This design comes from an exercise in tuning for small area on the open sky130 flow, not from production work. Function was checked by simulation only, so behaviour that the tests miss may differ from the original. Power and IR drop assume default switching activity. The flow treats the clock pin as an ideal source, which a real chip does not have.

**flow/design.v**
```verilog
package rv_pkg;
   typedef logic [31:0] word_t;
   typedef logic [31:0] addr_t;
   typedef logic [4:0]  reg_index_t;
   typedef logic [6:0]  opcode_t;
   typedef struct packed {
      logic branch;
      logic jalr;
      logic jal;
      logic lui;
      logic auipc;
      logic reg_imm;
      logic reg_reg;
      logic load;
      logic store;
      logic fence;
   } op_class_t;
   typedef struct packed {
      op_class_t  op_class;
      reg_index_t rd;
      reg_index_t rs1;
      reg_index_t rs2;
      logic [2:0] funct3;
      logic       alt;
      word_t      imm;
      logic       legal;
   } decoded_t;
   typedef struct packed {
      addr_t      pc;
      reg_index_t rd;
      word_t      rd_value;
      logic       rd_write;
   } retire_t;
   typedef enum logic [1:0] {
      SEQ_FETCH,
      SEQ_DECODE,
      SEQ_EXECUTE,
      SEQ_HALT
   } seq_state_t;
endpackage
`timescale 1ns/1ns
module instr_fetch (
   input  logic       clock,
   input  logic       rst_n,
   output logic       wb_cyc,
   output logic       wb_stb,
   output rv_pkg::addr_t wb_adr,
   input  rv_pkg::word_t wb_dat,
   input  logic       wb_ack,
   input  rv_pkg::addr_t next_pc,
   input  logic       legal,
   output rv_pkg::word_t instruction,
   output rv_pkg::addr_t pc,
   output rv_pkg::seq_state_t state
);
   rv_pkg::seq_state_t state_next;
   logic       bus_active;
   logic       fetch_done;
   assign fetch_done = (state == rv_pkg::SEQ_FETCH) && bus_active && wb_ack;
   always_comb begin
      state_next = state;
      case (state)
         rv_pkg::SEQ_FETCH: begin
            if (fetch_done) begin
               state_next = rv_pkg::SEQ_DECODE;
            end
         end
         rv_pkg::SEQ_DECODE:  state_next = rv_pkg::SEQ_EXECUTE;
         rv_pkg::SEQ_EXECUTE: state_next = legal ? rv_pkg::SEQ_FETCH : rv_pkg::SEQ_HALT;
         default:     state_next = rv_pkg::SEQ_HALT;
      endcase
   end
   always_ff @(posedge clock or negedge rst_n) begin
      if (!rst_n) begin
         state      <= rv_pkg::SEQ_FETCH;
         pc         <= 32'h0000_0000;
         bus_active <= 1'b0;
      end else begin
         state      <= state_next;
         bus_active <= (state_next == rv_pkg::SEQ_FETCH);
         if (state == rv_pkg::SEQ_EXECUTE && legal) begin
            pc <= next_pc;
         end
      end
   end
   always_ff @(posedge clock) begin
      if (fetch_done) begin
         instruction <= wb_dat;
      end
   end
   assign wb_cyc = bus_active;
   assign wb_stb = bus_active;
   assign wb_adr = pc;
endmodule
`timescale 1ns/1ns
module decode (
   input  logic     clock,
   input  logic     rst_n,
   input  rv_pkg::word_t instruction,
   output rv_pkg::decoded_t decoded
);
   rv_pkg::opcode_t    opcode;
   rv_pkg::op_class_t  class_d;
   rv_pkg::op_class_t  class_q;
   rv_pkg::word_t      imm_d;
   rv_pkg::word_t      imm_q;
   rv_pkg::reg_index_t rd_q;
   rv_pkg::reg_index_t rs1_q;
   rv_pkg::reg_index_t rs2_q;
   logic [2:0] funct3_q;
   logic       alt_q;
   logic       legal;
   assign opcode = instruction[6:0];
   always_comb begin
      class_d.branch  = (opcode == 7'h63);
      class_d.jalr    = (opcode == 7'h67);
      class_d.jal     = (opcode == 7'h6f);
      class_d.lui     = (opcode == 7'h37);
      class_d.auipc   = (opcode == 7'h17);
      class_d.reg_imm = (opcode == 7'h13);
      class_d.reg_reg = (opcode == 7'h33);
      class_d.load    = (opcode == 7'h03);
      class_d.store   = (opcode == 7'h23);
      class_d.fence   = (opcode == 7'h0f);
   end
   always_comb begin
      if (class_d.store) begin
         imm_d = {{20{instruction[31]}}, instruction[31:25], instruction[11:7]};
      end else if (class_d.branch) begin
         imm_d = {{19{instruction[31]}}, instruction[31], instruction[7],
                  instruction[30:25], instruction[11:8], 1'b0};
      end else if (class_d.lui || class_d.auipc) begin
         imm_d = {instruction[31:12], 12'b0};
      end else if (class_d.jal) begin
         imm_d = {{11{instruction[31]}}, instruction[31], instruction[19:12],
                  instruction[20], instruction[30:21], 1'b0};
      end else begin
         imm_d = {{20{instruction[31]}}, instruction[31:20]};
      end
   end
   always_ff @(posedge clock or negedge rst_n) begin
      if (!rst_n) begin
         class_q <= '0;
      end else begin
         class_q <= class_d;
      end
   end
   always_ff @(posedge clock) begin
      rd_q     <= instruction[11:7];
      rs1_q    <= instruction[19:15];
      rs2_q    <= instruction[24:20];
      funct3_q <= instruction[14:12];
      alt_q    <= (instruction[31:25] == 7'b0100000);
      imm_q    <= imm_d;
   end
   assign legal = class_q.branch | class_q.jalr | class_q.jal | class_q.lui |
                  class_q.auipc | class_q.reg_imm | class_q.reg_reg | class_q.fence;
   assign decoded = {class_q, rd_q, rs1_q, rs2_q, funct3_q, alt_q, imm_q, legal};
endmodule
`timescale 1ns/1ns
module register_file (
   input  logic       clock,
   input  logic       rst_n,
   input  rv_pkg::reg_index_t rs1,
   input  rv_pkg::reg_index_t rs2,
   output rv_pkg::word_t rs1_value,
   output rv_pkg::word_t rs2_value,
   input  logic       write_enable,
   input  rv_pkg::reg_index_t write_index,
   input  rv_pkg::word_t write_value
);
   rv_pkg::word_t regs [1:31];
   always_ff @(posedge clock or negedge rst_n) begin
      if (!rst_n) begin
         for (int i = 1; i < 32; i++) begin
            regs[i] <= '0;
         end
      end else if (write_enable && write_index != '0) begin
         regs[write_index] <= write_value;
      end
   end
   assign rs1_value = (rs1 == '0) ? '0 : regs[rs1];
   assign rs2_value = (rs2 == '0) ? '0 : regs[rs2];
endmodule
`timescale 1ns/1ns
module execute (
   input  rv_pkg::decoded_t decoded,
   input  rv_pkg::addr_t pc,
   input  rv_pkg::seq_state_t state,
   input  rv_pkg::word_t rs1_value,
   input  rv_pkg::word_t rs2_value,
   output rv_pkg::addr_t next_pc,
   output logic       write_enable,
   output rv_pkg::word_t write_value,
   output logic       retire_valid,
   output rv_pkg::retire_t retire
);
   rv_pkg::word_t      operand_b;
   rv_pkg::word_t      alu_result;
   logic [4:0] shamt;
   logic       is_sub;
   logic       branch_taken;
   logic       writes_rd;
   logic       rd_written;
   logic       in_execute;
   rv_pkg::addr_t      pc_plus4;
   rv_pkg::addr_t      pc_target;
   assign operand_b = decoded.op_class.reg_reg ? rs2_value : decoded.imm;
   assign shamt     = operand_b[4:0];
   assign is_sub    = decoded.op_class.reg_reg && decoded.alt;
   always_comb begin
      case (decoded.funct3)
         3'b000: alu_result = is_sub ? rs1_value - operand_b
                                              : rs1_value + operand_b;
         3'b001:     alu_result = rs1_value << shamt;
         3'b010:     alu_result = {31'b0, $signed(rs1_value) < $signed(operand_b)};
         3'b011:    alu_result = {31'b0, rs1_value < operand_b};
         3'b100:     alu_result = rs1_value ^ operand_b;
         3'b101: alu_result = decoded.alt ? rv_pkg::word_t'($signed(rs1_value) >>> shamt)
                                                   : rs1_value >> shamt;
         3'b110:      alu_result = rs1_value | operand_b;
         default:         alu_result = rs1_value & operand_b;
      endcase
   end
   always_comb begin
      case (decoded.funct3)
         3'b000:  branch_taken = (rs1_value == rs2_value);
         3'b001:  branch_taken = (rs1_value != rs2_value);
         3'b100:  branch_taken = ($signed(rs1_value) < $signed(rs2_value));
         3'b101:  branch_taken = ($signed(rs1_value) >= $signed(rs2_value));
         3'b110: branch_taken = (rs1_value < rs2_value);
         3'b111: branch_taken = (rs1_value >= rs2_value);
         default:      branch_taken = 1'b0;
      endcase
   end
   assign pc_plus4  = pc + 32'd4;
   assign pc_target = pc + decoded.imm;
   always_comb begin
      if (decoded.op_class.jalr) begin
         next_pc = (rs1_value + decoded.imm) & ~32'd1;
      end else if (decoded.op_class.jal || (decoded.op_class.branch && branch_taken)) begin
         next_pc = pc_target;
      end else begin
         next_pc = pc_plus4;
      end
   end
   always_comb begin
      if (decoded.op_class.lui) begin
         write_value = decoded.imm;
      end else if (decoded.op_class.auipc) begin
         write_value = pc_target;
      end else if (decoded.op_class.jal || decoded.op_class.jalr) begin
         write_value = pc_plus4;
      end else begin
         write_value = alu_result;
      end
   end
   assign writes_rd = decoded.op_class.lui | decoded.op_class.auipc | decoded.op_class.jal |
                      decoded.op_class.jalr | decoded.op_class.reg_imm |
                      decoded.op_class.reg_reg;
   assign rd_written   = writes_rd && (decoded.rd != '0);
   assign in_execute   = (state == rv_pkg::SEQ_EXECUTE) && decoded.legal;
   assign write_enable = in_execute && rd_written;
   assign retire_valid = in_execute;
   assign retire = {pc, decoded.rd, write_value, rd_written};
endmodule
`timescale 1ns/1ns
module core_top (
   input  logic    clock,
   input  logic    rst_n,
   output logic    wb_cyc,
   output logic    wb_stb,
   output rv_pkg::addr_t wb_adr,
   input  rv_pkg::word_t wb_dat,
   input  logic    wb_ack,
   output logic    retire_valid,
   output rv_pkg::retire_t retire,
   output logic    halted
);
   rv_pkg::seq_state_t state;
   rv_pkg::word_t      instruction;
   rv_pkg::addr_t      pc;
   rv_pkg::addr_t      next_pc;
   rv_pkg::decoded_t   decoded;
   rv_pkg::word_t      rs1_value;
   rv_pkg::word_t      rs2_value;
   logic       write_enable;
   rv_pkg::word_t      write_value;
   instr_fetch i_fetch (
      .clock       (clock),
      .rst_n       (rst_n),
      .wb_cyc      (wb_cyc),
      .wb_stb      (wb_stb),
      .wb_adr      (wb_adr),
      .wb_dat      (wb_dat),
      .wb_ack      (wb_ack),
      .next_pc     (next_pc),
      .legal       (decoded.legal),
      .instruction (instruction),
      .pc          (pc),
      .state       (state)
   );
   decode i_decode (
      .clock       (clock),
      .rst_n       (rst_n),
      .instruction (instruction),
      .decoded     (decoded)
   );
   register_file i_regs (
      .clock        (clock),
      .rst_n        (rst_n),
      .rs1          (decoded.rs1),
      .rs2          (decoded.rs2),
      .rs1_value    (rs1_value),
      .rs2_value    (rs2_value),
      .write_enable (write_enable),
      .write_index  (retire.rd),
      .write_value  (write_value)
   );
   execute i_execute (
      .decoded      (decoded),
      .pc           (pc),
      .state        (state),
      .rs1_value    (rs1_value),
      .rs2_value    (rs2_value),
      .next_pc      (next_pc),
      .write_enable (write_enable),
      .write_value  (write_value),
      .retire_valid (retire_valid),
      .retire       (retire)
   );
   assign halted = (state == rv_pkg::SEQ_HALT);
endmodule
`timescale 1ns/1ns
module rv32i_core (
   input  logic        clock,
   input  logic        rst_n,
   output logic        wb_cyc,
   output logic        wb_stb,
   output logic [31:0] wb_adr,
   input  logic [31:0] wb_dat,
   input  logic        wb_ack,
   output logic        retire_valid,
   output logic [31:0] retire_pc,
   output logic [4:0]  retire_rd,
   output logic [31:0] retire_rd_value,
   output logic        retire_rd_write,
   output logic        halted
);
   rv_pkg::retire_t retire;
   core_top i_core (.clock(clock), .rst_n(rst_n), .wb_cyc(wb_cyc), .wb_stb(wb_stb), .wb_adr(wb_adr),
      .wb_dat(wb_dat), .wb_ack(wb_ack), .retire_valid(retire_valid), .retire(retire), .halted(halted));
   assign retire_pc = retire.pc;
   assign retire_rd = retire.rd;
   assign retire_rd_value = retire.rd_value;
   assign retire_rd_write = retire.rd_write;
endmodule
```
**flow/run.sh**
```bash
#!/bin/bash
# synth_recipe.tcl (not shown) runs the flow's synth.tcl, then flattens the netlist and writes it again
# the make line also repeats each setting of config.mk as NAME=value (left out here)
make -C /OpenROAD-flow-scripts/flow DESIGN_CONFIG=/design/flow/config.mk WORK_HOME=/design/flow/orfs CLKGATE_MAP_FILE= SYNTH_SCRIPT=/design/flow/synth_recipe.tcl finish
```
**flow/config.mk**
```make
export PLATFORM = sky130hd
export DESIGN_NAME = rv32i_core
export DESIGN_NICKNAME = rv32i_core
export VERILOG_FILES = /design/flow/design.v
export SDC_FILE = /design/flow/constraint.sdc
export NUM_CORES = 8
export LEC_CHECK = 0
export CAP_MARGIN = 20
export CORE_MARGIN = 2
export CORE_UTILIZATION = 40
export PLACE_DENSITY = 0.6
export SLEW_MARGIN = 20
```
**flow/constraint.sdc**
```tcl
create_clock -name core_clock -period 13.0 [get_ports {clock}]
set_input_delay 2.6000 -clock core_clock [delete_from_list [all_inputs] [get_ports {clock}]]
set_output_delay 2.6000 -clock core_clock [all_outputs]
set_load 0.01 [all_outputs]
```
==> results.sh, run 1 <==
export IMPL_start_util_pct=40.4
export IMPL_synth_top_family_by_area="compound AO/OA/AOI/OAI gates"
export IMPL_clk_pin_slew_worst_paths_ns=0.07
export IMPL_synth_area_mm2=0.0685
export IMPL_globalRouteOverflowTotal=0
export IMPL_finalNonFillerCells=10500
export IMPL_grt_pass1_vias=70500
export IMPL_die_y_um=418
export IMPL_grtUsageTotal_pct=50.7
export IMPL_finalHoldViolations=0
export IMPL_wirelength_um=453000
export IMPL_highest_layer="met5"
export IMPL_die_w_um=418
export IMPL_synth_compound_area_share_pct=26.2
export IMPL_wl_met2_um=185000
export IMPL_netlist_instances=8284
export IMPL_slew_violations=0
export IMPL_setup_slack_ns=0.611
export IMPL_cts_buffer_depth=3
export IMPL_tightest_slew_ns=1.34
export IMPL_vias=75900
export IMPL_async_flop_share_pct=92.6
export IMPL_synthTopCellsByArea="dfrtp_1 38%, o21ai_0 6.9%, nand2_1 5.9%"
export IMPL_die_area_mm2=0.175
export IMPL_syn_avg_cell_area_um2=8.27
export IMPL_met3_length_um=62700
export IMPL_gp_congestion=1.08
export IMPL_rsz0062_at_grt="no"
export IMPL_synth_simple_gate_area_share_pct=20.5
export IMPL_maxCapViolCount=0
export IMPL_status="timing/DRC/antenna clean"
export IMPL_clock_sinks=1118
export IMPL_io_pins=141
export IMPL_synth_nets=8514
export IMPL_p_total_mw=7.37
export IMPL_nets=8371
export IMPL_max_slew_margin_pct=10.7
export IMPL_cp_arrival_ns=9.79
export IMPL_first_pass_iters=10
export IMPL_cp_start_kind="flop"
export IMPL_synth_top_area_share_pct=37.8
export IMPL_path_max_fanout=26
export IMPL_finalSetupViolations=0
export IMPL_cts_tree="built"
export IMPL_cts_root_buf="clkbuf_16"
export IMPL_dp_slack_ns=1.96
export IMPL_yosysTopAreaCell="dfrtp_1"
export IMPL_drc=0
export IMPL_critPathCaptureType="output pin"
export IMPL_yosysWarnings=5
export IMPL_final_antenna_net_count=0
export IMPL_ys_seq_area_share_pct=40.7
export IMPL_numCtsBuffers=120
export IMPL_antenna_found_initial=41
export IMPL_port_buffers=140
export IMPL_fin_skew_ns=0.0954
export IMPL_synthFlopType="dfrtp_1"
export IMPL_met1Wirelength_um=158000
export IMPL_fill_cells=16700
export IMPL_routedWlPerCell_um=43.2
export IMPL_yosysMostFrequentCell="nand2_1"
export IMPL_drive_gt1_share_pct=9.63
export IMPL_grt_pass1_wl_um=611000
export IMPL_post_cts_buffers=0
export IMPL_clk_latency_ns=0.84
export IMPL_cp_required_ns=10.40
export IMPL_cts_max_level=3
export IMPL_dr_first_iter_drc_count=13500
export IMPL_hold_buffers=0
export IMPL_dp_cells=10200
export IMPL_fin_crit_sh_pct=95.3
export IMPL_p_leak_nw=32.9
export IMPL_via_per_inst=7.23
export IMPL_synth_common_cells="1,071 x nand2_1, 1,035 x dfrtp_1, 944 x o21ai_0, 618 x nand3_1, 550 x nor2_1"
export IMPL_synthXorXnorAreaFrac_pct=1.29
export IMPL_crit_type="flop to output pin"
export IMPL_fmax_ghz=0.0807
export IMPL_muxShareOfSynthArea_pct=1.53
export IMPL_vdd_drop_max_uv=117
export IMPL_area_growth_pct=12.7
export IMPL_hpwl_um=310000
export IMPL_p_per_area_mw_per_mm2=95.5
export IMPL_synth_edf_count=32
export IMPL_ys_ff_latch=1118
export IMPL_synth_cell_types=112
export IMPL_grt_max_degree=170
export IMPL_synth_fa_ha_area_share_pct=3.61
export IMPL_num_rows=151
export IMPL_period_needed_ns=12.39
export IMPL_core_mm2=0.170
export IMPL_tns_ns=0
export IMPL_hold_class="flop to flop"
export IMPL_cts_resized=0
[stage by stage]
stage	utilization [%]	cell area (um^2)	hold WS, ns
after floorplan	-	68500	0.341
after global placement	42.8	72700	0.349
after detailed placement	42.8	72700	0.351
after CTS	45.4	77000	0.363
after global routing	45.4	77100	0.383
final	45.5	77200	0.366
[logic make-up after synthesis]
group	Yosys count
xor+xnor	101
mux	88
fa+ha+maj	195
compound gates	2820
buf+inv	972
flops	1118
simple gates	2990
[cells in the final DEF, fill, tap and decap left out, drive strengths merged, types with 27 or more instances in the layout]
cell           synthesis  layout
buf                  258     359
and3                 162     162
a221oi                86      86
and2                  51      51
o31ai                 31      31
nor4                  53      53
a21oi                541     541
a22oi                413     413
a22o                  96      96
nor3                 116     116
a222oi                46      46
clkbuf               505     159
nor2                 558     558
nand3                618     618
edfxtp                32      32
diode                  0      38
xnor2                 68      68
a31oi                 69      69
dfrtp               1035    1035
dfxtp                 51      51
inv                  206     212
nor2b                 30      30
clkdlybuf4s50          0     139
nand2b                43      43
a2111oi               48      48
xor2                  33      33
a21o                  63      63
nand2               1071    1071
mux2i                 65      65
o211ai                60      60
o22ai                 27      27
clkinv                 3      36
o21ai               1052    1052
a211oi                59      59
nand4                168     168
ha                   191     191
[power breakdown]
| group | switching [mW] | leakage (nW) | internal, mW |
|---|---|---|---|
| Clock | 1.61 | 2.08 | 2.19 |
| Combinational | 0.0700 | 15.6 | 0.0128 |
| Sequential | 0.00000000831 | 15.2 | 3.49 |
| Total | 1.68 | 32.9 | 5.69 |
[state kept, by name, indices dropped and copies added (netlist names)]
name and flops:
i_core.i_decode.imm_q 32, i_core.i_fetch.pc 32, i_core.i_fetch.state 2, i_core.i_regs.regs 992
i_core.i_decode.class_q 8, i_core.i_decode.funct3_q 3, i_core.i_fetch.instruction 32, i_core.i_decode.rs1_q 5
i_core.i_decode.rd_q 5, i_core.i_fetch.bus_active 1, i_core.i_decode.rs2_q 5, i_core.i_decode.alt_q 1
[final timing paths]
path,slack [ns],start,endpoint,depth (start not counted)
min,0.37,i_core.i_fetch.instruction[12]$_DFFE_PP_,i_core.i_decode.funct3_q[0]$_DFF_P_,0
max,0.61,i_core.i_decode.rs1_q[3]$_DFF_P_,retire_rd_value[30],21
max reg2reg,2.84,i_core.i_decode.rs1_q[3]$_DFF_P_,i_core.i_fetch.pc[21]$_DFFE_PN0P_,22
min in group asynchronous,1.82,rst_n,i_core.i_regs.regs[14][4]$_DFFE_PN0P_,1
max in group asynchronous,8.66,rst_n,i_core.i_regs.regs[23][27]$_DFFE_PN0P_,3
min reg2reg,0.37,i_core.i_fetch.instruction[12]$_DFFE_PP_,i_core.i_decode.funct3_q[0]$_DFF_P_,0
[routing by layer]
metal	vias up	track usage [%]
met5	-	0.250
met1	37000	59.2
li1	30100	-
met2	6581	71.9
met3	2220	21.6
met4	30	42.0
[worst max-delay path, stage by stage, from the launching register on]
cell and delay, ns:
dfxtp_2 0.89, nor3b_4 0.73, and2_1 1.01, buf_4 0.39
a22oi_1 0.12, and4_1 0.20, a31oi_1 0.58, buf_4 0.32
ha_1 0.32, nand3_1 0.12, o211ai_1 0.18, or3_1 0.35
a21oi_1 0.38, nor4b_1 0.19, o31ai_1 0.68, o22ai_1 0.24
o311ai_0 0.40, o311ai_0 0.33, a211oi_1 0.29, a211o_1 0.54
inv_1 0.13, clkdlybuf4s50_1 0.52
[layout make-up]
cell class	instances	area [um^2]	share of cell area, %
sequential	1118	27900	36.1
timing repair buffer	498	4230	5.47
inverter	209	787	1.02
clock buffer	159	3350	4.34
tap	2218	2780	3.60
multi-input combinational	6194	37100	48.1
antenna	38	95.1	0.123
clock inverter	63	907	1.18
==> run 2: changes to the inputs <==
==> flow/design.v (replaced) <==
`timescale 1ns/1ns
module rv32i_core (
   input  logic        clock,
   input  logic        rst_n,
   output logic        wb_cyc,
   output logic        wb_stb,
   output logic [31:0] wb_adr,
   input  logic [31:0] wb_dat,
   input  logic        wb_ack,
   output logic        retire_valid,
   output logic [31:0] retire_pc,
   output logic [4:0]  retire_rd,
   output logic [31:0] retire_rd_value,
   output logic        retire_rd_write,
   output logic        halted
);
   logic [4:0] ph;
   logic       sA;      
   logic       sB;      
   logic       sF;      
   logic       sH;      
   logic       clr;     
   wire ph0  = (ph == 5'd0);
   wire ph31 = (ph == 5'd31);
   wire req = sF | (sB & ph31);
   wire ack = req & wb_ack;
   localparam logic [2:0] C_OP = 3'd0, C_OPIMM = 3'd1, C_LUI = 3'd2, C_AUIPC = 3'd3,
                          C_BR = 3'd4, C_JAL = 3'd5, C_JALR = 3'd6, C_FENCE = 3'd7;
   logic [2:0] dcls;
   logic       dlegal;
   always_comb begin
      dlegal = 1'b1;
      case (wb_dat[6:0])
         7'h33:   dcls = C_OP;
         7'h13:   dcls = C_OPIMM;
         7'h37:   dcls = C_LUI;
         7'h17:   dcls = C_AUIPC;
         7'h63:   dcls = C_BR;
         7'h6f:   dcls = C_JAL;
         7'h67:   dcls = C_JALR;
         7'h0f:   dcls = C_FENCE;
         default: begin dcls = C_FENCE; dlegal = 1'b0; end
      endcase
   end
   wire waiting = ~sA & ~sB & ~sF & ~sH;
   always_ff @(posedge clock or negedge rst_n) begin
      if (!rst_n) begin
         ph  <= 5'd0;
         sA  <= 1'b0;
         sB  <= 1'b1;
         sF  <= 1'b0;
         sH  <= 1'b0;
         clr <= 1'b1;
      end else begin
         ph  <= ph + 5'd1;
         clr <= clr & ~ph31;
         sH  <= sH | (ack & ~dlegal);
         sF  <= req & ~ack;
         if (ph31) begin
            sB <= sA;
            sA <= (ack & dlegal) | waiting;
         end
      end
   end
   logic [31:7] ins;
   logic [2:0]  cls;
   always_ff @(posedge clock) begin
      if (ack) begin
         ins <= wb_dat[31:7];
         cls <= dcls;
      end
   end
   wire isOP    = (cls == C_OP);
   wire isOPIMM = (cls == C_OPIMM);
   wire isLUI   = (cls == C_LUI);
   wire isAUIPC = (cls == C_AUIPC);
   wire isBR    = (cls == C_BR);
   wire isJAL   = (cls == C_JAL);
   wire isJALR  = (cls == C_JALR);
   wire isALU   = isOP | isOPIMM;
   wire jump    = isJAL | isJALR;
   wire writes  = isALU | isLUI | isAUIPC | jump;
   wire [2:0] f3  = ins[14:12];
   wire [4:0] rd  = ins[11:7];
   wire [4:0] rs1 = ins[19:15];
   wire [4:0] rs2 = ins[24:20];
   wire       alt = (ins[31:25] == 7'b0100000);
   wire isSLL = isALU & (f3 == 3'b001);
   wire isSR  = isALU & (f3 == 3'b101);
   wire isSLT = isALU & (f3[2:1] == 2'b01);
   wire sub   = isOP & alt & (f3 == 3'b000);
   wire isI = isJALR | isOPIMM;
   wire isU = isLUI | isAUIPC;
   wire isB = isBR;
   wire isJ = isJAL;
   logic imm;
   always_comb begin
      case (ph)
         5'd0:                          imm = isI & ins[20];
         5'd1, 5'd2, 5'd3, 5'd4:        imm = isB ? ins[5'd7 + ph] : ((isI | isJ) & ins[5'd20 + ph]);
         5'd5, 5'd6, 5'd7, 5'd8, 5'd9,
         5'd10:                         imm = ~isU & ins[5'd20 + ph];
         5'd11:                         imm = isI ? ins[31] : isB ? ins[7] : isJ ? ins[20] : 1'b0;
         5'd12, 5'd13, 5'd14, 5'd15, 5'd16,
         5'd17, 5'd18, 5'd19:           imm = (isU | isJ) ? ins[ph] : ins[31];
         default:                       imm = isU ? ins[ph] : ins[31];
      endcase
   end
   logic [31:0] rbit;
   logic        wd;
   wire         wdr = wd & ~clr;
   wire         wen = sB & (clr | writes);
   wire [3:0]   we_hi = {4{wen}} & (clr ? 4'hf : (4'b0001 << rd[4:3]));
   wire [7:0]   we_lo = clr ? 8'hff : (8'b0000_0001 << rd[2:0]);
   assign rbit[0] = 1'b0;
   genvar r;
   generate
      for (r = 1; r < 32; r++) begin : g_x
         logic [31:0] q;
         wire we = we_hi[r / 8] & we_lo[r % 8];
         always_ff @(posedge clock) q <= {we ? wdr : q[0], q[31:1]};
         assign rbit[r] = q[0];
      end
   endgenerate
   wire rs1v = rbit[rs1];
   wire rs2v = rbit[rs2];
   logic [31:0] F;       
   logic [31:0] P;       
   logic [31:0] R;       
   logic        npc;
   logic        ra;
   wire pcA = ~ph0 & F[0];
   always_ff @(posedge clock) begin
      if (sA | (sB & ~ph31)) F <= {sA ? rs1v : npc, F[31:1]};
      P <= {sA ? pcA : P[0], P[31:1]};
      R <= {sA ? ra : wd, R[31:1]};
   end
   assign wb_cyc = req;
   assign wb_stb = req;
   assign wb_adr = {F[31:1], 1'b0};
   logic cy;
   wire bop    = isOP ? rs2v : imm;
   wire cmpb   = (isOP | isBR) ? rs2v : imm;
   wire inject = jump ? (ph == 5'd2) : (ph == 5'd1);
   wire a_in   = sA ? ((isAUIPC | isJAL | isBR) ? pcA : (~isLUI & rs1v))
                    : (jump ? P[0] : P[1]);
   wire b_in   = sA & (bop ^ sub);
   wire cin    = ph0 ? (sA & sub) : (cy | (sB & inject));
   wire sum    = a_in ^ b_in ^ cin;
   always_ff @(posedge clock) cy <= (a_in & b_in) | (a_in & cin) | (b_in & cin);
   logic lt, eq;
   wire dif = rs1v ^ cmpb;
   wire sgn = isBR ? ~f3[1] : ~f3[0];
   always_ff @(posedge clock) begin
      if (sA) begin
         lt <= dif ? ((ph31 & sgn) ? rs1v : cmpb) : (~ph0 & lt);
         eq <= (ph0 | eq) & ~dif;
      end
   end
   wire taken = isBR & (f3[2] ? (lt ^ f3[0]) : (~f3[1] & (eq ^ f3[0])));
   logic [4:0] S;
   logic [4:0] sx;
   always_ff @(posedge clock) begin
      for (int j = 0; j < 5; j++)
         if (sA & (ph == j)) S[j] <= bop;
   end
   always_comb begin
      for (int j = 0; j < 5; j++)
         sx[j] = (sB | (ph > j)) ? S[j] : ((ph == j) & bop);
   end
   wire [4:0]  t    = sx ^ {5{isSLL}};
   wire [4:0]  k    = t + {4'd0, isSLL};
   wire [5:0]  csum = {1'b0, ph} + {1'b0, t} + {5'd0, isSLL};
   wire        cond = csum[5];
   wire [31:0] T    = {F[31:1], rs1v};
   wire        tap  = T[k];
   always_comb begin
      if (!isALU) ra = sum;
      else begin
         case (f3)
            3'b000:  ra = sum;
            3'b001:  ra = cond & tap;
            3'b010,
            3'b011:  ra = 1'b0;
            3'b100:  ra = rs1v ^ bop;
            3'b101:  ra = rs1v;
            3'b110:  ra = rs1v | bop;
            default: ra = rs1v & bop;
         endcase
      end
   end
   always_comb begin
      if (jump)       wd = sum;
      else if (isSR)  wd = cond ? (alt & R[31]) : tap;
      else if (isSLL) wd = R[0] & cond;
      else if (isSLT) wd = ph0 ? lt : R[0];
      else            wd = R[0];
   end
   assign npc = ~clr & ((jump | taken) ? R[1] : sum);
   assign retire_valid    = sB & ph31 & ~clr;
   assign retire_pc       = {P[0], P[31:1]};
   assign retire_rd       = rd;
   assign retire_rd_value = {wd, R[31:1]};
   assign retire_rd_write = writes & (rd != 5'd0);
   assign halted          = sH;
endmodule
--- a/flow/config.mk
+++ b/flow/config.mk
@@ -10,2 +10,4 @@
 export CORE_UTILIZATION = 40
+export CTS_CLUSTER_DIAMETER = 100
+export CTS_CLUSTER_SIZE = 30
 export PLACE_DENSITY = 0.6
==> run 2 against run 1 <==
Compared with the run above:
- total power down 31%
- die area down 58%
- non-clock buffer count down 353
- final area down 59%
- setup slack better by 1.5 ns
- critical path type unchanged
==> results.sh, run 2 <==
export IMPL_post_cts_buffers=0
export IMPL_vdd_drop_max_uv=138
export IMPL_hpwl_um=28600
export IMPL_start_util_pct=40.4
export IMPL_io_pins=141
export IMPL_synth_edf_count=67
export IMPL_grt_max_degree=33
export IMPL_largest_reg_flops=992
export IMPL_ys_ff_latch=1134
export IMPL_clock_sinks=1134
export IMPL_clk_pin_slew_worst_paths_ns=0.11
export IMPL_die_area_mm2=0.0727
export IMPL_antenna_found_initial=2
export IMPL_rr_startpoint="ph[0]$_DFF_PN0_"
export IMPL_maxCapViolCount=0
export IMPL_synth_nets=1841
export IMPL_final_area_mm2=0.0314
export IMPL_numCtsBuffers=44
export IMPL_first_pass_iters=4
export IMPL_synth_area_mm2=0.0282
export IMPL_cts_tree="built"
export IMPL_drive_gt1_share_pct=6.45
export IMPL_cp_start_kind="flop"
export IMPL_ff2ff_path_depth=21
export IMPL_yosysMostFrequentCell="dfxtp_1"
export IMPL_regMostFlops="g_x.q"
export IMPL_holdPathEnd="g_x[14].q[7]$_DFF_P_"
export IMPL_ys_seq_area_share_pct=83.0
export IMPL_cts_resized=0
export IMPL_ff_latch_area_mm2=0.0234
export IMPL_globalRouteOverflowTotal=0
export IMPL_fill_cells=6137
export IMPL_port_buffers=139
export IMPL_drc=0
export IMPL_gp_congestion=0.862
export IMPL_layout_common_cells="1,057 x dfxtp_1, 139 x clkdlybuf4s50_1, 67 x edfxtp_1"
export IMPL_die_y_um=270
export IMPL_placed_area_mm2=0.0301
export IMPL_finalHoldViolations=0
export IMPL_hold_buffers=0
export IMPL_max_slew_margin_pct=38.8
export IMPL_grt_pass1_vias=12200
export IMPL_muxShareOfSynthArea_pct=3.77
export IMPL_num_rows=97
export IMPL_cts_root_buf="clkbuf_16"
export IMPL_multi_input_area_mm2=0.00399
export IMPL_nets=1919
export IMPL_synth_common_cells="1,057 x dfxtp_1, 70 x buf_4, 67 x edfxtp_1, 64 x nand2_1, 60 x o21ai_0"
export IMPL_r2r_end="g_x[21].q[31]$_DFF_P_"
export IMPL_clk_latency_ns=0.61
export IMPL_die_w_um=270
export IMPL_p_leak_nw=12.0
export IMPL_synth_fa_ha_area_share_pct=0.913
export IMPL_yosysTopAreaCell="dfxtp_1"
export IMPL_dr_first_iter_drc_count=853
export IMPL_synth_top_area_share_pct=75.0
export IMPL_use_met1_pct=17.5
export IMPL_cts_buffer_depth=3
export IMPL_min_path_cells=0
export IMPL_synthXorXnorAreaFrac_pct=0.612
export IMPL_vias=12400
export IMPL_yosysWarnings=1
export IMPL_synthFlopType="dfxtp_1"
export IMPL_final_antenna_net_count=0
export IMPL_critPathCaptureType="output pin"
export IMPL_fin_crit_sh_pct=83.4
export IMPL_rrSetupSlack_ns=5.07
export IMPL_synth_top_family_by_area="compound AO/OA/AOI/OAI gates"
export IMPL_grt_pass1_wl_um=69600
export IMPL_slew_violations=0
export IMPL_wirelength_um=43700
export IMPL_synth_compound_area_share_pct=4.55
export IMPL_cts_max_level=2
export IMPL_busiest_layer="met2"
export IMPL_via_per_inst=4.42
export IMPL_syn_avg_cell_area_um2=15.8
export IMPL_status="timing/DRC/antenna clean"
export IMPL_tns_ns=0
export IMPL_period_needed_ns=10.84
export IMPL_finalSetupViolations=0
export IMPL_final_common_cell="dfxtp_1"
export IMPL_fmax_ghz=0.0923
export IMPL_netlist_instances=1786
export IMPL_core_mm2=0.0699
export IMPL_async_flop_share_pct=0.882
export IMPL_p_per_area_mw_per_mm2=163
export IMPL_cp_arrival_ns=8.24
export IMPL_routedWlPerCell_um=15.5
export IMPL_use_met2_pct=18.2
export IMPL_grt_use_met3_pct=2.08
export IMPL_path_max_fanout=30
export IMPL_hold_class="flop to flop"
export IMPL_rsz0062_at_grt="no"
export IMPL_tightest_slew_ns=0.919
export IMPL_synthTopCellsByArea="dfxtp_1 75%, edfxtp_1 7.1%, mux4_2 2.6%"
export IMPL_fin_skew_ns=0.0201
export IMPL_grtUsageTotal_pct=12.0
export IMPL_crit_type="flop to output pin"
export IMPL_area_growth_pct=11.1
export IMPL_synth_simple_gate_area_share_pct=4.26
export IMPL_cp_required_ns=10.40
export IMPL_synth_cell_types=86
export IMPL_hold_start="g_x[14].q[8]$_DFF_P_"
==> run 2: cell types whose count changed after synthesis, sizes merged, moves of 183 or more <==
cell    before   now
nand3      618    16
a22oi      413     5
a21oi      541    22
dfrtp     1035     8
dfxtp       51  1057
inv        206    23
o21ai     1052    63
clkbuf     505    28
nor2       558    34
nand2     1071    64
==> run 2: how the worst max path moves through the flow <==
stage                         start             endpoint  slack [ns]  cells past startpoint
finish              ph[0]$_DFF_PN0_  retire_rd_value[31]        2.16                     21
global placement    ph[0]$_DFF_PN0_  retire_rd_value[31]        2.94                     21
CTS                 ph[0]$_DFF_PN0_  retire_rd_value[31]        2.01                     21
detailed placement  ph[0]$_DFF_PN0_  retire_rd_value[31]        2.70                     21
floorplan           ph[0]$_DFF_PN0_  retire_rd_value[31]        4.41                     23
global route        ph[0]$_DFF_PN0_  retire_rd_value[31]        1.60                     21
==> run 2: worst max-delay path: stages, from the launching register on <==
cell and delay, ns:
dfrtp_1 0.34, buf_4 0.37, inv_1 0.28, ha_1 0.97, nand2b_1 0.23, a211oi_1 0.09, or3_1 0.36, and4_1 0.20
o31ai_1 0.41, nand4_2 0.28, a31o_2 0.40, mux2i_2 0.25, ha_1 0.31, xnor2_2 0.64, mux4_2 0.61, nand2_1 0.09
nor4_1 0.05, or4_1 0.56, o221a_2 0.27, a21oi_2 0.22, a31oi_1 0.14, clkdlybuf4s50_1 0.54
==> run 2: report_power, final <==
group	total [mW]	internal (mW)	switching, mW
combinational	0.0144	0.00978	0.00461
clock	1.60	0.646	0.955
sequential	3.50	3.50	0
total	5.12	4.16	0.960
==> run 2: cell type report <==
class	count	area share, %
Sequential cell	1134	74.7
Multi-Input combinational cell	514	12.7
Timing Repair Buffer	145	4.58
Tap cell	940	3.75
Clock buffer	51	3.66
Inverter	25	0.299
Clock inverter	7	0.267
Antenna cell	1	0.00798
==> run 2: metrics by stage <==
stage          cells  hold WS, ns  setup WS, ns  power, mW  util, %
5_1_grt         2816        0.332          1.60       5.32     44.9
4_1_cts         2816        0.326          2.01       5.19     44.8
2_1_floorplan   1786        0.310          4.41       3.58        -
3_3_place_gp    2758        0.310          2.94       3.60     43.1
3_5_place_dp    2758        0.312          2.70       3.60     43.1
6_report        2817        0.323          2.16       5.12     44.9
==> run 2: logic make-up (layout without fill, tap and decap cells) <==
group                    Yosys count  count (layout)
AO/OA/AOI/OAI                    191             191
AND/OR/NAND/NOR                  225             225
multiplexers                      59              59
XOR/XNOR                          18              18
buffers and inverters            138             228
flip-flops                      1134            1134
other                              1               2
adder cells (fa/ha/maj)           20              20
==> run 2: per-layer routing <==
| metal | vias to the layer above | share of wire (%) |
|---|---|---|
| met2 | 301 | 43 |
| met1 | 6025 | 49 |
| met3 | 73 | 4.6 |
| met4 | 0 | 2.5 |
| li1 | 6048 | - |
| met5 | - | 0 |
==> run 3: changes to the inputs <==
--- a/flow/config.mk
+++ b/flow/config.mk
@@ -10,4 +10,2 @@
 export CORE_UTILIZATION = 40
-export CTS_CLUSTER_DIAMETER = 100
-export CTS_CLUSTER_SIZE = 30
 export PLACE_DENSITY = 0.6
==> run 3 against run 2 <==
Compared with the run above:
- final cell count rose by 4.4%
- total power up 26%
- setup slack got worse by 0.078 ns
- sequential power about the same
- non-clock buffer count is the same
- global-route usage is 0.61 points higher
- core utilization rose by 3.0 points
==> results.sh, run 3 <==
export IMPL_intPower_mw=5.21
export IMPL_cp_arrival_ns=8.32
export IMPL_tightest_slew_ns=0.933
export IMPL_cp_start_kind="flop"
export IMPL_yosysMostFrequentCell="dfxtp_1"
export IMPL_p_sw_share_pct=19.1
export IMPL_setup_slack_ns=2.08
export IMPL_grt_pass1_wl_um=72600
export IMPL_p_leak_nw=13.0
export IMPL_antenna_found_initial=1
export IMPL_via_per_inst=4.38
export IMPL_routedWlPerCell_um=15.5
export IMPL_ys_ff_latch=1134
export IMPL_r2r_end="g_x[21].q[31]$_DFF_P_"
export IMPL_final_common_cell="dfxtp_1"
export IMPL_globalRouteOverflowTotal=0
export IMPL_clk_latency_ns=0.66
export IMPL_largest_reg_flops=992
export IMPL_p_total_mw=6.44
export IMPL_drc=0
export IMPL_synth_top_area_share_pct=75.0
export IMPL_num_rows=97
export IMPL_grt_max_degree=33
export IMPL_fin_skew_ns=0.0420
export IMPL_crit_type="flop to output pin"
export IMPL_die_area_mm2=0.0727
export IMPL_synth_edf_count=67
export IMPL_status="timing/DRC/antenna clean"
export IMPL_period_needed_ns=10.92
export IMPL_fill_cells=5938
export IMPL_rr_startpoint="ph[0]$_DFF_PN0_"
export IMPL_layout_common_cells="1,057 x dfxtp_1, 139 x clkdlybuf4s50_1, 99 x clkbuf_16"
export IMPL_synth_area_mm2=0.0282
export IMPL_hpwl_um=28600
export IMPL_synth_nets=1841
export IMPL_cts_max_level=3
export IMPL_min_path_cells=0
export IMPL_area_growth_pct=18.6
export IMPL_gp_congestion=0.862
export IMPL_synth_common_cells="1,057 x dfxtp_1, 70 x buf_4, 67 x edfxtp_1, 64 x nand2_1, 60 x o21ai_0"
export IMPL_final_antenna_net_count=0
export IMPL_slew_violations=0
export IMPL_comb_power_share_pct=0.2
export IMPL_critPathSlowestCell="ha_1"
export IMPL_cts_tree="built"
export IMPL_yosysTopAreaCell="dfxtp_1"
export IMPL_hold_class="flop to flop"
export IMPL_clkPwrFrac_pct=45.4
export IMPL_dp_slack_ns=2.70
export IMPL_rrSetupSlack_ns=5.02
export IMPL_first_pass_iters=6
export IMPL_timing_hold_ws_ns=0.299
export IMPL_synthTopCellsByArea="dfxtp_1 75%, edfxtp_1 7.1%, mux4_2 2.6%"
export IMPL_ys_seq_area_share_pct=83.0
export IMPL_cp_cell_sequence="buf_4, inv_1, ha_1, nand2b_1, a211oi_1, or3_1, and4_1, o31ai_1, nand4_2, a31o_2, mux2i_2, ha_1, xnor2_2, mux4_2, nand2_1, nor4_1, or4_1, o221a_2, a21oi_2, a31oi_1, clkdlybuf4s50_1"
export IMPL_finalSetupViolations=0
export IMPL_tns_ns=0
export IMPL_nets=1973
export IMPL_ff_latch_area_mm2=0.0234
export IMPL_fin_crit_sh_pct=84.0
export IMPL_io_pins=141
export IMPL_regMostFlops="g_x.q"
export IMPL_multi_input_area_mm2=0.00399
export IMPL_vdd_drop_max_uv=120
export IMPL_grt_pass1_vias=12800
export IMPL_syn_avg_cell_area_um2=15.8
export IMPL_vias=12900
export IMPL_holdPathEnd="g_x[17].q[7]$_DFF_P_"
export IMPL_dr_first_iter_drc_count=755
export IMPL_cts_resized=0
export IMPL_path_max_fanout=30
export IMPL_wirelength_um=45600
export IMPL_post_cts_buffers=0
export IMPL_maxCapViolCount=0
export IMPL_drive_gt1_share_pct=11.4
export IMPL_fmax_ghz=0.0916
export IMPL_clk_pin_slew_worst_paths_ns=0.06
export IMPL_port_buffers=139
export IMPL_cts_root_buf="clkbuf_16"
export IMPL_hold_start="g_x[17].q[8]$_DFF_P_"
export IMPL_die_y_um=270
export IMPL_yosysWarnings=1
export IMPL_die_w_um=270
export IMPL_p_switching_mw=1.23
export IMPL_cp_num_buf_inv=3
export IMPL_hold_buffers=0
export IMPL_critPathTopFamily="simple AND/OR/NAND/NOR gates"
export IMPL_cp_required_ns=10.40
export IMPL_seqPwrFrac_pct=54.4
export IMPL_async_flop_share_pct=0.882
export IMPL_ff2ff_path_depth=21
export IMPL_synth_cell_types=86
export IMPL_start_util_pct=40.4
export IMPL_numCtsBuffers=98
export IMPL_cpPeakStageDelay_ns=0.99
export IMPL_netlist_instances=1786
export IMPL_synthFlopType="dfxtp_1"
export IMPL_clock_sinks=1134
export IMPL_grtUsageTotal_pct=12.6
export IMPL_crit_path_frequent_cell="ha_1"
export IMPL_p_per_area_mw_per_mm2=192
export IMPL_core_mm2=0.0699
export IMPL_max_slew_margin_pct=37.8
export IMPL_cts_buffer_depth=3
export IMPL_rsz0062_at_grt="no"
export IMPL_finalHoldViolations=0
export IMPL_critPathCaptureType="output pin"
[run 3: layout make-up]
cell class	count	area share, %
tap	940	3.51
timing repair buffer	145	4.29
clock inverter	47	1.66
clock buffer	134	8.36
multi-input combinational	514	11.9
sequential	1134	70.0
antenna	1	0.00747
inverter	25	0.280
[run 3: stage by stage]
stage	area [um^2]	cells	util, %
3_5_place_dp	30100	2758	43.1
3_3_place_gp	30100	2758	43.1
6_report	33500	2940	47.9
4_1_cts	33500	2939	47.9
5_1_grt	33500	2939	47.9
2_1_floorplan	28200	1786	-
[run 3: worst max path at each step]
stage,start,to,slack [ns],cells after the start
2_1_floorplan,ph[0]$_DFF_PN0_,retire_rd_value[31],4.41,23
3_3_place_gp,ph[0]$_DFF_PN0_,retire_rd_value[31],2.94,21
3_5_place_dp,ph[0]$_DFF_PN0_,retire_rd_value[31],2.70,21
4_1_cts,ph[0]$_DFF_PN0_,retire_rd_value[31],1.97,21
5_1_grt,ph[0]$_DFF_PN0_,retire_rd_value[31],1.57,21
6_report,ph[0]$_DFF_PN0_,retire_rd_value[31],2.08,21
[run 3: power groups by stage]
stage                     sequential, mW  clock [mW]  combinational (mW)
after floorplan                     3.58           0             0.00184
after global placement              3.58           0              0.0139
after CTS                           3.50        3.00              0.0146
after detailed placement            3.58           0              0.0143
final                               3.50        2.92              0.0143
after global routing                3.50        3.15              0.0153
[run 3: per-layer routing]
layer	up-vias	part of all wire, %	track usage, %	wire [um]
met3	98	5.6	3.35	2550
met2	350	43	18.9	19800
met5	-	0	0	0
met4	0	3.0	4.90	1370
met1	6187	48	17.5	21900
li1	6240	-	-	-
[run 3: cells by family (layout without fill, tap and decap cells)]
| logic type | count (synthesis) | in the layout | synth area share, % |
|---|---|---|---|
| AO/OA/AOI/OAI | 191 | 191 | 4.55 |
| AND/OR/NAND/NOR | 225 | 225 | 4.26 |
| buffers and inverters | 138 | 351 | 2.91 |
| multiplexers | 59 | 59 | 3.77 |
| other | 1 | 2 | 0.0133 |
| XOR/XNOR | 18 | 18 | 0.612 |
| adder cells (fa/ha/maj) | 20 | 20 | 0.913 |
| flip-flops | 1134 | 1134 | 83.0 |
==> run 4: changes to the inputs <==
--- a/flow/design.v
+++ b/flow/design.v
@@ -95,14 +95,39 @@
    wire isJ = isJAL;
-   logic imm;
-   always_comb begin
-      case (ph)
-         5'd0:                          imm = isI & ins[20];
-         5'd1, 5'd2, 5'd3, 5'd4:        imm = isB ? ins[5'd7 + ph] : ((isI | isJ) & ins[5'd20 + ph]);
-         5'd5, 5'd6, 5'd7, 5'd8, 5'd9,
-         5'd10:                         imm = ~isU & ins[5'd20 + ph];
-         5'd11:                         imm = isI ? ins[31] : isB ? ins[7] : isJ ? ins[20] : 1'b0;
-         5'd12, 5'd13, 5'd14, 5'd15, 5'd16,
-         5'd17, 5'd18, 5'd19:           imm = (isU | isJ) ? ins[ph] : ins[31];
-         default:                       imm = isU ? ins[ph] : ins[31];
+   logic laneA, laneB, laneC, imm;
+   wire [31:0] insU = {ins[31:12], 12'd0};
+   always_comb begin
+      case (ph[3:0])
+         4'd0:  laneA = ins[20];
+         4'd1:  laneA = ins[21];
+         4'd2:  laneA = ins[22];
+         4'd3:  laneA = ins[23];
+         4'd4:  laneA = ins[24];
+         4'd5:  laneA = ins[25];
+         4'd6:  laneA = ins[26];
+         4'd7:  laneA = ins[27];
+         4'd8:  laneA = ins[28];
+         4'd9:  laneA = ins[29];
+         default: laneA = ins[30];
       endcase
+      laneB = insU[ph];
+      case (ph[1:0])
+         2'd1:  laneC = ins[8];
+         2'd2:  laneC = ins[9];
+         2'd3:  laneC = ins[10];
+         default: laneC = ins[11];
+      endcase
+   end
+   wire lo11 = (ph < 5'd11);
+   wire lo5  = (ph < 5'd5);
+   wire lo20 = (ph < 5'd20);
+   always_comb begin
+      if (lo11) begin
+         if (isU | ((isB | isJ) & ph0)) imm = 1'b0;
+         else if (isB & lo5)            imm = laneC;
+         else                           imm = laneA;
+      end else if (ph == 5'd11) begin
+         imm = isB ? ins[7] : isJ ? ins[20] : (isI & ins[31]);
+      end else begin
+         imm = (isU | (isJ & lo20)) ? laneB : ins[31];
+      end
    end
@@ -170,6 +195,5 @@
    end
-   wire [4:0]  t    = sx ^ {5{isSLL}};
-   wire [4:0]  k    = t + {4'd0, isSLL};
-   wire [5:0]  csum = {1'b0, ph} + {1'b0, t} + {5'd0, isSLL};
-   wire        cond = csum[5];
+   wire [4:0]  k    = isSLL ? (5'd0 - sx) : sx;
+   wire [5:0]  csum = {1'b0, ph} + {1'b0, k};
+   wire        cond = csum[5] | (isSLL & (k == 5'd0));
    wire [31:0] T    = {F[31:1], rs1v};
==> flow/flow/run.sh (new file) <==
#!/bin/bash
# Own layout flow: the standard layout (standard.sh), with two changes.
#  - Clock tree: larger sink clusters and no dummy loads, so fewer clock buffers.
#  - Port buffers: the smallest buffer instead of the flow's default cell.
# Every port still gets a buffer, and the clock still reaches the registers
# through a buffered tree. Tool output goes to log files in this folder and
# under orfs/logs.
set -euo pipefail
export CTS_ARGS="-sink_clustering_enable -repair_clock_nets -dont_use_dummy_load -sink_clustering_size 30 -sink_clustering_max_diameter 100"
export BUFFER_PORTS_ARGS="-buffer_cell sky130_fd_sc_hd__buf_1"
bash standard.sh > standard.log 2>&1
==> flow/standard.sh (new file) <==
#!/bin/bash
# synth_recipe.tcl (not shown) runs the flow's synth.tcl, then flattens the netlist and writes it again
# the make line also repeats each setting of config.mk as NAME=value (left out here)
make -C /OpenROAD-flow-scripts/flow DESIGN_CONFIG=/design/flow/config.mk WORK_HOME=/design/flow/orfs CLKGATE_MAP_FILE= SYNTH_SCRIPT=/design/flow/synth_recipe.tcl "${@:-finish}"
removed: flow/run.sh
==> run 4 against run 3 <==
Compared with the run above:
- still clean
- maximum frequency grew 21%
- setup slack improved by 1.9 ns
- clock power down 47%
- final area is 12% lower
- register-to-register slack improved by 1.3 ns
- die area down 2.7%
- sequential share of layout area is 9.3 points higher
- clock skew decreased by 0.0044 ns
- total power decreased by 22%
- clock-buffer cell count is 90 lower
- final cell count shrank 9.5%
- critical path type unchanged
- largest cell class unchanged
- largest power group unchanged
- highest routed layer unchanged
==> results.sh, run 4 <==
export IMPL_vias=11700
export IMPL_hold_start="g_x[3].q[1]$_DFF_P_"
export IMPL_gp_congestion=0.848
export IMPL_dr_first_iter_drc_count=758
export IMPL_p_switching_mw=0.932
export IMPL_p_leak_nw=11.4
export IMPL_synth_nets=1745
export IMPL_start_util_pct=40.2
export IMPL_numCtsBuffers=44
export IMPL_netlist_instances=1697
export IMPL_placed_area_mm2=0.0284
export IMPL_globalRouteOverflowTotal=0
export IMPL_path_max_fanout=33
export IMPL_core_mm2=0.0683
export IMPL_via_per_inst=4.40
export IMPL_crit_start="ph[0]$_DFF_PN0_"
export IMPL_synth_area_mm2=0.0275
export IMPL_critPathCaptureType="output pin"
export IMPL_clk_pin_slew_worst_paths_ns=0.10
export IMPL_clk_latency_ns=0.60
export IMPL_seqPwrFrac_pct=69.4
export IMPL_largest_reg_flops=992
export IMPL_cp_start_kind="flop"
export IMPL_intPower_mw=4.12
export IMPL_post_cts_buffers=0
export IMPL_hold_class="flop to flop"
export IMPL_finalHoldViolations=0
export IMPL_maxCapViolCount=0
export IMPL_synth_common_cells="1,057 x dfxtp_1, 72 x buf_4, 67 x edfxtp_1, 53 x nand2_1, 44 x o21ai_0"
export IMPL_area_growth_pct=7.52
export IMPL_final_antenna_net_count=0
export IMPL_drc=0
export IMPL_cp_required_ns=10.40
export IMPL_synth_top_area_share_pct=77.0
export IMPL_grt_pass1_wl_um=65400
export IMPL_rsz0062_at_grt="no"
export IMPL_ys_seq_area_share_pct=85.3
export IMPL_nets=1826
export IMPL_grt_pass1_vias=11400
export IMPL_busiest_layer="met2"
export IMPL_min_path_cells=0
export IMPL_port_buffers=139
export IMPL_cts_root_buf="clkbuf_16"
export IMPL_crit_end="retire_rd_value[31]"
export IMPL_rrSetupSlack_ns=6.28
export IMPL_crit_type="flop to output pin"
export IMPL_grt_max_degree=52
export IMPL_regMostFlops="g_x.q"
export IMPL_yosysWarnings=1
export IMPL_use_met2_pct=18.0
export IMPL_use_met1_pct=17.3
export IMPL_fin_skew_ns=0.0376
export IMPL_period_needed_ns=9.05
export IMPL_io_pins=141
export IMPL_drive_gt1_share_pct=6.36
export IMPL_rr_startpoint="ph[0]$_DFF_PN0_"
export IMPL_final_core_util_pct=43.2
export IMPL_yosysMostFrequentCell="dfxtp_1"
export IMPL_grtUsageTotal_pct=11.9
export IMPL_slew_violations=0
export IMPL_synth_cell_types=81
export IMPL_vdd_drop_max_uv=101
export IMPL_synth_edf_count=67
export IMPL_tightest_slew_ns=1.24
export IMPL_cts_resized=0
export IMPL_hold_buffers=0
export IMPL_ff2ff_path_depth=20
export IMPL_r2r_end="g_x[31].q[31]$_DFF_P_"
export IMPL_synthFlopType="dfxtp_1"
export IMPL_yosysTopAreaCell="dfxtp_1"
export IMPL_die_y_um=266
export IMPL_synthTopCellsByArea="dfxtp_1 77%, edfxtp_1 7.3%, buf_4 2.0%"
export IMPL_clkPwrFrac_pct=30.5
export IMPL_max_slew_margin_pct=16.1
export IMPL_clock_sinks=1134
export IMPL_p_sw_share_pct=18.5
export IMPL_cp_arrival_ns=6.45
export IMPL_syn_avg_cell_area_um2=16.2
export IMPL_finalSetupViolations=0
export IMPL_async_flop_share_pct=0.882
export IMPL_wirelength_um=42500
export IMPL_fin_crit_sh_pct=69.6
export IMPL_die_w_um=266
export IMPL_cts_buffer_depth=3
export IMPL_hpwl_um=28300
export IMPL_first_pass_iters=5
export IMPL_routedWlPerCell_um=16.0
export IMPL_cts_max_level=2
export IMPL_ys_ff_latch=1134
export IMPL_tns_ns=0
export IMPL_fmax_ghz=0.111
export IMPL_antenna_found_initial=0
export IMPL_num_rows=96
export IMPL_comb_power_share_pct=0.2
export IMPL_die_area_mm2=0.0708
export IMPL_p_per_area_mw_per_mm2=171
export IMPL_grt_use_met3_pct=2.29
export IMPL_cts_tree="built"
export IMPL_final_area_mm2=0.0295
export IMPL_final_common_cell="dfxtp_1"
export IMPL_layout_common_cells="1,057 x dfxtp_1, 139 x buf_1, 67 x edfxtp_1"
export IMPL_status="timing/DRC/antenna clean"
[run 4: changes by cell type after synthesis, moves of 10 or more]
cell,delta
o21ai_0,-16
o41ai_2,+10
o31ai_1,-28
mux4_2,-13
o21ai_1,+15
or4_1,+17
nand2_1,-11
[run 4: power by group through the flow]
stage	Sequential, mW	Combinational, mW	Clock, mW
3_5_place_dp	3.58	0.00837	0
2_1_floorplan	3.58	0.00173	0
6_report	3.50	0.00843	1.54
5_1_grt	3.50	0.00925	1.72
3_3_place_gp	3.58	0.00797	0
4_1_cts	3.50	0.00852	1.60
[run 4: worst max-delay path, stage by stage (launching register included)]
cell and delay, ns:
dfrtp_1 0.70, inv_1 0.26, ha_1 0.34, nor4b_1 0.71, a21oi_1 0.16, o211a_1 0.15, o21ai_0 0.16, nand3_1 0.37
a32o_2 0.44, xnor2_4 0.31, inv_1 0.08, ha_1 0.30, a21o_1 0.18, a21o_1 0.17, a21oi_1 0.13, o21ai_0 0.17
a31oi_1 0.26, nand4_1 0.17, a21oi_4 0.17, buf_4 0.38, nor2_1 0.09, buf_1 0.16
[run 4: area by class of cell]
type                            count  area (um^2)
Fill cell                        6028        38800
Sequential cell                  1134        23400
Multi-Input combinational cell    439         3280
Tap cell                          882         1100
Clock buffer                       44         1100
Timing Repair Buffer              145          567
Inverter                           14         52.6
Antenna cell                        3         7.51
[run 4: kinds of logic after synthesis]
logic type      after synthesis  synth area share (%)
flops                      1134                  85.3
fa+ha+maj                    13                 0.619
mux                          51                  2.76
compound gates              163                  4.26
other cells                   1                0.0136
simple gates                199                  3.80
buf+inv                     124                  2.80
xor+xnor                     12                 0.478
[run 4: layer usage]
metal	vias to the layer above	part of all wire, %
met3	64	4.5
met5	-	0
met4	0	2.3
met2	230	43
li1	5707	-
met1	5696	51
[run 4: metrics by stage]
step	total power, mW	cells	worst slack, ns	hold WS [ns]
floorplan	3.58	1697	5.30	0.310
global placement	3.59	2614	4.64	0.310
detailed placement	3.59	2614	4.54	0.312
CTS	5.11	2658	3.90	0.309
global route	5.23	2658	3.37	0.304
finish	5.05	2661	3.95	0.307
[run 4: worst min path at each step]
stage                            endpoint  slack (ns)
global placement    g_x[16].q[30]$_DFF_P_        0.31
finish                g_x[3].q[0]$_DFF_P_        0.31
detailed placement  g_x[15].q[16]$_DFF_P_        0.31
floorplan            g_x[10].q[0]$_DFF_P_        0.31
CTS                   g_x[3].q[0]$_DFF_P_        0.31
global route          g_x[3].q[0]$_DFF_P_        0.30
==> run 5: changes to the inputs <==
==> flow/flow/run.sh (replaced) <==
#!/bin/bash
# Own layout flow: the standard layout (standard.sh) with these changes.
#  - Synthesis: the standard flow's synthesis script unchanged, except that ABC maps the
#    logic with an area-oriented script (area.abc). The registers are mapped
#    before ABC runs, so they are the standard synthesis's registers.
#  - Clock tree: larger sink clusters and no dummy loads (fewer clock buffers).
#  - Port buffers: the smallest buffer cell. Every port still gets a buffer.
# Tool output: standard.log here, and ORFS's per-step logs under orfs/logs.
set -euo pipefail
W=$PWD
{ head -n 1 synth_recipe.tcl; cat flow/abc_override.tcl; tail -n +2 synth_recipe.tcl; } > own_synth.tcl
sed "s|SYNTH_SCRIPT=[^ ]*|SYNTH_SCRIPT=$W/own_synth.tcl|" standard.sh > own_standard.sh
grep -q "SYNTH_SCRIPT=$W/own_synth.tcl" own_standard.sh
export OWN_ABC_SCRIPT=$W/flow/area.abc
export CTS_ARGS="-sink_clustering_enable -repair_clock_nets -dont_use_dummy_load -sink_clustering_size 30 -sink_clustering_max_diameter 100"
export BUFFER_PORTS_ARGS="-buffer_cell sky130_fd_sc_hd__buf_1"
bash own_standard.sh > standard.log 2>&1
==> flow/flow/abc_override.tcl (new file) <==
# ABC with an area-oriented mapping script in place of ORFS's default one
proc abc {args} {
  set i [lsearch -exact $args -script]
  if {$i >= 0} { set args [lreplace $args [expr {$i + 1}] [expr {$i + 1}] $::env(OWN_ABC_SCRIPT)] }
  set j [lsearch -exact $args -D]
  if {$j >= 0} { set args [lreplace $args $j [expr {$j + 1}]] }
  yosys abc {*}$args
}
==> flow/flow/area.abc (new file) <==
strash
dch -f
amap
topo
--- a/flow/config.mk
+++ b/flow/config.mk
@@ -9,4 +9,4 @@
 export CORE_MARGIN = 2
-export CORE_UTILIZATION = 40
-export PLACE_DENSITY = 0.6
+export CORE_UTILIZATION = 65
+export PLACE_DENSITY = 0.75
 export SLEW_MARGIN = 20
==> run 5 against run 4 <==
Compared with the run above:
- clock-buffer cell count decreased by 1
- final area decreased by 3.8%
- worst hold slack got worse by 0.0075 ns
- critical path depth increased by 6
- total power increased by 2.6%
- clock power about the same
- synthesized cell count decreased by 0.47%
- clock skew increased by 0.023 ns
- first-iteration DRC count increased by 13%
- critical endpoint unchanged
- highest routed layer is now met5
==> results.sh, run 5 <==
export IMPL_p_leak_nw=10.9
export IMPL_p_total_mw=5.18
export IMPL_netlist_instances=1689
export IMPL_cts_buffer_depth=3
export IMPL_critPathCaptureType="output pin"
export IMPL_slew_violations=0
export IMPL_synthFlopType="dfxtp_1"
export IMPL_fin_skew_ns=0.0607
export IMPL_hold_start="g_x[29].q[3]$_DFF_P_"
export IMPL_dp_slack_ns=3.04
export IMPL_largest_reg_flops=992
export IMPL_fill_cells=2483
export IMPL_fin_crit_sh_pct=82.2
export IMPL_synthTopCellsByArea="dfxtp_1 79%, edfxtp_1 7.6%, buf_4 2.0%"
export IMPL_synth_area_mm2=0.0266
export IMPL_dr_first_iter_drc_count=859
export IMPL_synth_edf_count=67
export IMPL_drive_gt1_share_pct=2.93
export IMPL_max_slew_margin_pct=42.6
export IMPL_numCtsBuffers=43
export IMPL_yosysMostFrequentCell="dfxtp_1"
export IMPL_rsz0062_at_grt="no"
export IMPL_core_mm2=0.0406
export IMPL_syn_avg_cell_area_um2=15.8
export IMPL_grt_pass1_wl_um=69700
export IMPL_first_pass_iters=5
export IMPL_post_cts_buffers=0
export IMPL_tightest_slew_ns=0.857
export IMPL_cp_required_ns=10.40
export IMPL_cts_tree="built"
export IMPL_clock_sinks=1134
export IMPL_ys_seq_area_share_pct=87.9
export IMPL_grt_pass1_vias=12100
export IMPL_crit_type="flop to output pin"
export IMPL_nets=1858
export IMPL_hold_buffers=0
export IMPL_synth_top_area_share_pct=79.4
export IMPL_layout_common_cells="1,057 x dfxtp_1, 139 x buf_1, 118 x nor2_1"
export IMPL_start_util_pct=65.5
export IMPL_clk_pin_slew_worst_paths_ns=0.11
export IMPL_via_per_inst=5.12
export IMPL_status="timing/DRC/antenna clean"
export IMPL_finalSetupViolations=0
export IMPL_hold_class="flop to flop"
export IMPL_synth_nets=1737
export IMPL_die_area_mm2=0.0426
export IMPL_vdd_drop_max_uv=179
export IMPL_grt_max_degree=33
export IMPL_finalNonFillerCells=2341
export IMPL_dp_cells=2297
export IMPL_finalHoldViolations=0
export IMPL_final_antenna_net_count=0
export IMPL_globalRouteOverflowTotal=0
export IMPL_cts_root_buf="clkbuf_16"
export IMPL_period_needed_ns=10.69
export IMPL_path_max_fanout=17
export IMPL_port_buffers=139
export IMPL_fmax_ghz=0.0936
export IMPL_grtUsageTotal_pct=22.0
export IMPL_crit_start="ph[0]$_DFF_PN0_"
export IMPL_synth_common_cells="1,057 x dfxtp_1, 118 x nor2_1, 70 x buf_4, 67 x edfxtp_1, 60 x clkinv_1"
export IMPL_num_rows=74
export IMPL_rr_startpoint="ph[0]$_DFF_PN0_"
export IMPL_drc=0
export IMPL_final_common_cell="dfxtp_1"
export IMPL_p_per_area_mw_per_mm2=182
export IMPL_routedWlPerCell_um=19.7
export IMPL_hpwl_um=28100
export IMPL_tns_ns=0
export IMPL_die_y_um=206
export IMPL_ys_ff_latch=1134
export IMPL_die_w_um=206
export IMPL_async_flop_share_pct=0.882
export IMPL_wirelength_um=46200
export IMPL_regMostFlops="g_x.q"
export IMPL_cts_max_level=2
export IMPL_synth_cell_types=46
export IMPL_cp_arrival_ns=8.09
export IMPL_io_pins=141
export IMPL_cts_resized=0
export IMPL_area_growth_pct=6.72
export IMPL_maxCapViolCount=0
export IMPL_gp_congestion=0.885
export IMPL_multi_input_area_mm2=0.00246
export IMPL_clk_latency_ns=0.60
export IMPL_antenna_found_initial=6
export IMPL_yosysWarnings=1
export IMPL_vias=12000
export IMPL_yosysTopAreaCell="dfxtp_1"
export IMPL_ff_latch_area_mm2=0.0234
export IMPL_setup_slack_ns=2.31
export IMPL_cp_start_kind="flop"
==> run 5: final cells by class <==
class | instances | area share, %
flip-flops and latches | 1134 | 82.4
clock buffers | 43 | 3.79
multi-input cells | 425 | 8.66
well taps | 532 | 2.34
repair buffers | 146 | 2.00
diodes | 1 | 0.00880
inverters | 60 | 0.792
==> run 5: through the flow <==
step | hold slack (ns) | area, um^2 | util, %
after floorplan | 0.310 | 26600 | -
after global placement | 0.310 | 27300 | 67.2
after detailed placement | 0.312 | 27300 | 67.3
after CTS | 0.284 | 28400 | 69.9
after global routing | 0.310 | 28400 | 69.9
final | 0.299 | 28400 | 69.9
==> run 5: metal layers <==
| layer | part of all wire [%] | vias up | track usage [%] |
|---|---|---|---|
| met5 | 0.041 | - | 0 |
| met2 | 48 | 347 | 37.1 |
| met1 | 44 | 5761 | 29.1 |
| met3 | 4.6 | 89 | 3.82 |
| met4 | 2.9 | 4 | 7.09 |
| li1 | - | 5779 | - |
==> run 5: report_power, final <==
group / total, mW / internal (mW) / switching (mW)
clock: 1.54 / 0.600 / 0.942
sequential: 3.57 / 3.54 / 0.0254
combinational: 0.0693 / 0.0226 / 0.0467
==> run 5: cell families after synthesis <==
group | Yosys count | share of synthesized area (%)
flip-flops | 1134 | 87.9
other | 1 | 0.0141
AO/OA/AOI/OAI | 217 | 5.53
adder cells (fa/ha/maj) | 13 | 0.639
buffers and inverters | 130 | 2.82
AND/OR/NAND/NOR | 194 | 3.05
==> run 5: final timing paths <==
path                                    endpoint  slack, ns  cells past startpoint
setup / recovery             retire_rd_value[31]       2.31                     27
setup reg to reg           g_x[11].q[31]$_DFF_P_       4.82                     29
hold reg to reg             g_x[29].q[2]$_DFF_P_       0.30                      0
max in group asynchronous         sA$_DFFE_PN0P_      10.41                      1
min in group asynchronous        ph[0]$_DFF_PN0_       2.06                      1
hold / removal              g_x[29].q[2]$_DFF_P_       0.30                      0
==> run 5: worst max-delay path: stages (launching register included) <==
cell	delay, ns
dfrtp_1	0.75
clkinv_1	0.61
ha_1	0.42
clkinv_1	0.06
nor2_1	0.05
nor4_1	0.38
nand4_1	0.15
o22ai_1	0.13
nor3_1	0.06
nor4_1	0.27
a21oi_1	0.10
a22oi_1	0.71
clkinv_1	0.39
a21oi_1	0.65
nor2_1	0.14
nand2_1	0.12
a21oi_1	0.07
o22ai_1	0.24
clkinv_1	0.19
ha_1	0.31
nand2_1	0.06
o311ai_0	0.66
clkinv_1	0.21
o32a_1	0.32
nor2_1	0.09
o32ai_1	0.10
clkinv_1	0.07
buf_1	0.17

separate check: timing with driven ports:
Ports are ideal in the flow. The routed layouts listed here were re-timed in OpenROAD. Step 1 sets driving cells, clkbuf_16 on the clock port and buf_2 on the other inputs (assumed; they add their load-dependent delay and slew). Step 2 also shifts input and output timing later by t, the mid clock arrival at the registers, as if the neighbouring blocks saw the same clock. Slacks: ideal / step 1 / step 2; pairs: ideal / step 1.
run	t, ns	setup slack, ns	worst setup path at the end
run 1	0.878	0.611 / 0.523 / 1.401	register to output
run 2	0.653	2.161 / 2.105 / 2.757	register to output
run 3	0.699	2.083 / 2.028 / 2.726	register to output
run 4	0.633	3.952 / 3.897 / 4.530	register to output
run 5	0.625	2.312 / 2.256 / 2.881	register to output
After both steps setup and hold are still met in every run listed.
